Background: an optimization exercise with open tools, aiming at small area. Do not read the settings as production practice.
Function was checked by simulation only, so behaviour that the tests miss may differ from the original.
Power is estimated from default activity; no workload was simulated.

oak:
## eth_commu
module eth_commu
(
	input  logic        i_clk,
	input  logic        i_rst_n,
	input  logic [10:0] i_data_length,
	input  logic [7:0]  i_cur_byte,
	input  logic        i_trig_send,
	output logic        o_feed_next_byte,
	output logic        o_send_over,
	output logic [15:0] o_cmd,
	output logic [31:0] o_param,
	output logic        o_cmd_come,
	input  logic        i_cmd_finish,
	output logic        o_eth_txen,
	output logic [7:0]  o_eth_txd,
	input  logic        i_eth_rxdv,
	input  logic [7:0]  i_eth_rxd
);
	localparam logic [5:0] RX_IDLE = 6'd0;
	localparam logic [5:0] RX_FULL = 6'd58;
	localparam logic [5:0] RX_DONE = 6'd62;
	localparam logic [5:0] RX_ERR = 6'd63;
	logic [5:0] rx_st;
	logic rx_cls;               
	logic f_arp;                
	logic f_cmd;                
	logic [79:0] rx_sr;         
	logic rx_byte;
	logic rx_shift;
	logic [79:0] arp_peer;      
	logic arp_req;
	logic front_ok;
	assign front_ok = (rx_st == 6'd7) ? (i_eth_rxd == 8'hD5) :
		(i_eth_rxd == 8'h55);
	assign rx_byte = i_eth_rxdv && (rx_st >= 6'd8) && (rx_st < RX_FULL);
	always_comb
	begin
		rx_shift = 1'b0;
		if (rx_byte)
			case (rx_st)
				6'd30, 6'd31, 6'd32, 6'd33, 6'd34,
				6'd35, 6'd36, 6'd37, 6'd38, 6'd39:
					rx_shift = 1'b1;
				6'd50, 6'd51, 6'd54, 6'd55, 6'd56, 6'd57:
					rx_shift = f_cmd;
				default:
					rx_shift = 1'b0;
			endcase
	end
	always_ff @(posedge i_clk or negedge i_rst_n)
	begin
		if (!i_rst_n)
			rx_st <= RX_IDLE;
		else if (rx_st == RX_DONE)
			rx_st <= RX_IDLE;
		else if (!i_eth_rxdv)
			rx_st <= (rx_st == RX_FULL) ? RX_DONE : RX_IDLE;
  ...
Size in the first run: ~350 flip-flops, ~14,000 sq um of cells after synthesis.
==> flow/config.mk <==
export PLATFORM = sky130hd
export DESIGN_NAME = eth_commu
export DESIGN_NICKNAME = eth_commu
export VERILOG_FILES = /design/flow/design.v
export SDC_FILE = /design/flow/constraint.sdc
export NUM_CORES = 4
export LEC_CHECK = 0
export CAP_MARGIN = 20
export CORE_MARGIN = 2
export CORE_UTILIZATION = 40
export SLEW_MARGIN = 20
==> flow/constraint.sdc <==
create_clock -name core_clock -period 8.0 [get_ports {i_clk}]
set_input_delay 1.6000 -clock core_clock [delete_from_list [all_inputs] [get_ports {i_clk}]]
set_output_delay 1.6000 -clock core_clock [all_outputs]
set_load 0.01 [all_outputs]
standard.sh (not shown) runs the stock make flow with config.mk's settings and CLKGATE_MAP_FILE= SYNTH_SCRIPT=/design/flow/synth_recipe.tcl, a recipe that flattens the netlist after the stock synthesis.
==> flow/flow/run.sh <==
#!/bin/bash
# The standard ORFS layout with three changes:
#  - the combinational logic is mapped by an area-oriented ABC script
#    (the registers come out of the standard synthesis unchanged),
#  - the port buffers are buf_1 cells,
#  - CTS uses clkbuf_8 and inserts no dummy loads.
set -e
cp -r "$FLOW_HOME/scripts" scripts_abc
cp flow/abc_area.script scripts_abc/abc_area.script
export SCRIPTS_DIR="$PWD/scripts_abc"
export ABC_AREA=1
export BUFFER_PORTS_ARGS="-buffer_cell sky130_fd_sc_hd__buf_1"
export CTS_ARGS="-sink_clustering_enable -repair_clock_nets -dont_use_dummy_load -buf_list sky130_fd_sc_hd__clkbuf_8 -sink_clustering_size 20 -sink_clustering_max_diameter 60"
bash standard.sh finish > standard.log 2>&1
==> flow/flow/abc_area.script <==
&get -n
&st
&deepsyn -T 60
&put
dch -f
amap
topo
[inputs] pine vs oak
-- flow/flow/run.sh --
<<< oak, line 13
export CTS_ARGS="-sink_clustering_enable -repair_clock_nets -dont_use_dummy_load -buf_list sky130_fd_sc_hd__clkbuf_8 -sink_clustering_size 20 -sink_clustering_max_diameter 60"
>>> pine, line 13
export CTS_ARGS="-sink_clustering_enable -repair_clock_nets -dont_use_dummy_load -buf_list sky130_fd_sc_hd__clkbuf_4 -sink_clustering_size 12 -sink_clustering_max_diameter 45"
==> flow/flow/abc_area.script <==
strash
dch -f
amap
topo
## What came out
Launch point of the critical path = tx_st[3]: oak; launch point of the critical path = tx_st[0]: pine
Area growth from synthesis to layout: pine vs oak down 0.86 points
Relative to oak, the final-layout clock buffer total measured on pine has increased by more than a quarter.
Global-route wire length before repair delta (pine − oak): favourable
The inputs of birch differ from those of pine as listed below.
-- flow/flow/run.sh --
<<< pine, line 13
export CTS_ARGS="-sink_clustering_enable -repair_clock_nets -dont_use_dummy_load -buf_list sky130_fd_sc_hd__clkbuf_4 -sink_clustering_size 12 -sink_clustering_max_diameter 45"
>>> birch, line 13
export CTS_ARGS="-sink_clustering_enable -repair_clock_nets -dont_use_dummy_load -buf_list sky130_fd_sc_hd__clkbuf_16 -sink_clustering_size 30 -sink_clustering_max_diameter 80"
birch | status: complete | timing, DRC, antenna: pass
Of birch and pine, the run reporting the lower hold slack was birch.
For setup slack, pine and birch come out practically identical.
Taking pine as the reference, in birch clock-buffer cell count lower; total power of the final layout went up; proportion of power drawn by the clock network increased by 4.7 points relative to the old numbers.
birch gives more design area than pine did.

========
Another version of the RTL of eth_commu (not shown whole).
Size: roughly 1000 cells after synthesis, ~350 flip-flops, ~92 I/O pins, about 0.014 mm² of cells after synthesis.
Settings: LEC_CHECK=0, CAP_MARGIN=20, CORE_MARGIN=2, CORE_UTILIZATION=65, SLEW_MARGIN=20; clock period 8.0 ns.
==> flow/flow/run.sh <==
#!/bin/bash
# The standard ORFS layout with three changes:
#  - the combinational logic is mapped by an area-oriented ABC script
#    (the registers come out of the standard synthesis unchanged),
#  - the port buffers are buf_1 cells,
#  - CTS uses clkbuf_8 and inserts no dummy loads.
set -e
cp -r "$FLOW_HOME/scripts" scripts_abc
cp flow/abc_area.script scripts_abc/abc_area.script
export SCRIPTS_DIR="$PWD/scripts_abc"
export ABC_AREA=1
export BUFFER_PORTS_ARGS="-buffer_cell sky130_fd_sc_hd__buf_1"
export CTS_ARGS="-sink_clustering_enable -repair_clock_nets -dont_use_dummy_load -buf_list sky130_fd_sc_hd__clkbuf_8 -sink_clustering_size 30 -sink_clustering_max_diameter 40"
bash standard.sh finish > standard.log 2>&1
==> flow/flow/abc_area.script <==
strash
dch -f
amap
topo
The first run completed without violations.
Edit:
--- a/flow/flow/run.sh
+++ b/flow/flow/run.sh
@@ -12,3 +12,3 @@
 export BUFFER_PORTS_ARGS="-buffer_cell sky130_fd_sc_hd__buf_1"
-export CTS_ARGS="-sink_clustering_enable -repair_clock_nets -dont_use_dummy_load -buf_list sky130_fd_sc_hd__clkbuf_8 -sink_clustering_size 30 -sink_clustering_max_diameter 40"
+export CTS_ARGS="-sink_clustering_enable -repair_clock_nets -dont_use_dummy_load -buf_list sky130_fd_sc_hd__clkbuf_8 -sink_clustering_size 24 -sink_clustering_max_diameter 50"
 bash standard.sh finish > standard.log 2>&1
After rerunning:
- The changed run finished with timing, DRC and antenna clean
- sequential power barely changes
- wire length shrinks by about 0.9%
- global-route usage shrinks by 0.45 points
- die area is unchanged
- power shrinks by about 4%
- setup slack degrades by 0.0074 ns
- fmax hardly moves
- register-to-register slack barely changes
- synthesized area stays the same
- clock power shrinks by 13%

re-timing with driven ports:
No port has a modelled driver above. Below, the same layouts with a new extraction and two added sets of constraints.
Step 1, drivers: a clkbuf_16 drives i_clk and a buf_2 each remaining input, both assumed.
Step 2 times the ports against the registers' clock, not the clock port: input delays grow and output delays shrink by t, the midpoint of the rising clock arrivals with the driver on.
Three values: ideal, step 1, step 2; two values: the first two.
| run | t, ns | slack for setup (ns) | worst register clock-pin slew, ns | cell pins on the clock port's net |
|---|---|---|---|---|
| oak | 0.575 | 1.298 / 1.255 / 1.740 | 0.11 / 0.11 | 1 |
| pine | 0.729 | 1.217 / 1.217 / 1.217 | 0.12 / 0.12 | 1 |
| birch | 0.558 | 1.216 / 1.216 / 1.216 | 0.11 / 0.11 | 1 |
| the first run of note 2 | 0.575 | 1.220 / 1.220 / 1.220 | 0.12 / 0.12 | 1 |
| the second run of note 2 | 0.605 | 1.212 / 1.212 / 1.212 | 0.12 / 0.12 | 1 |
After both steps setup and hold are still met in every run listed.
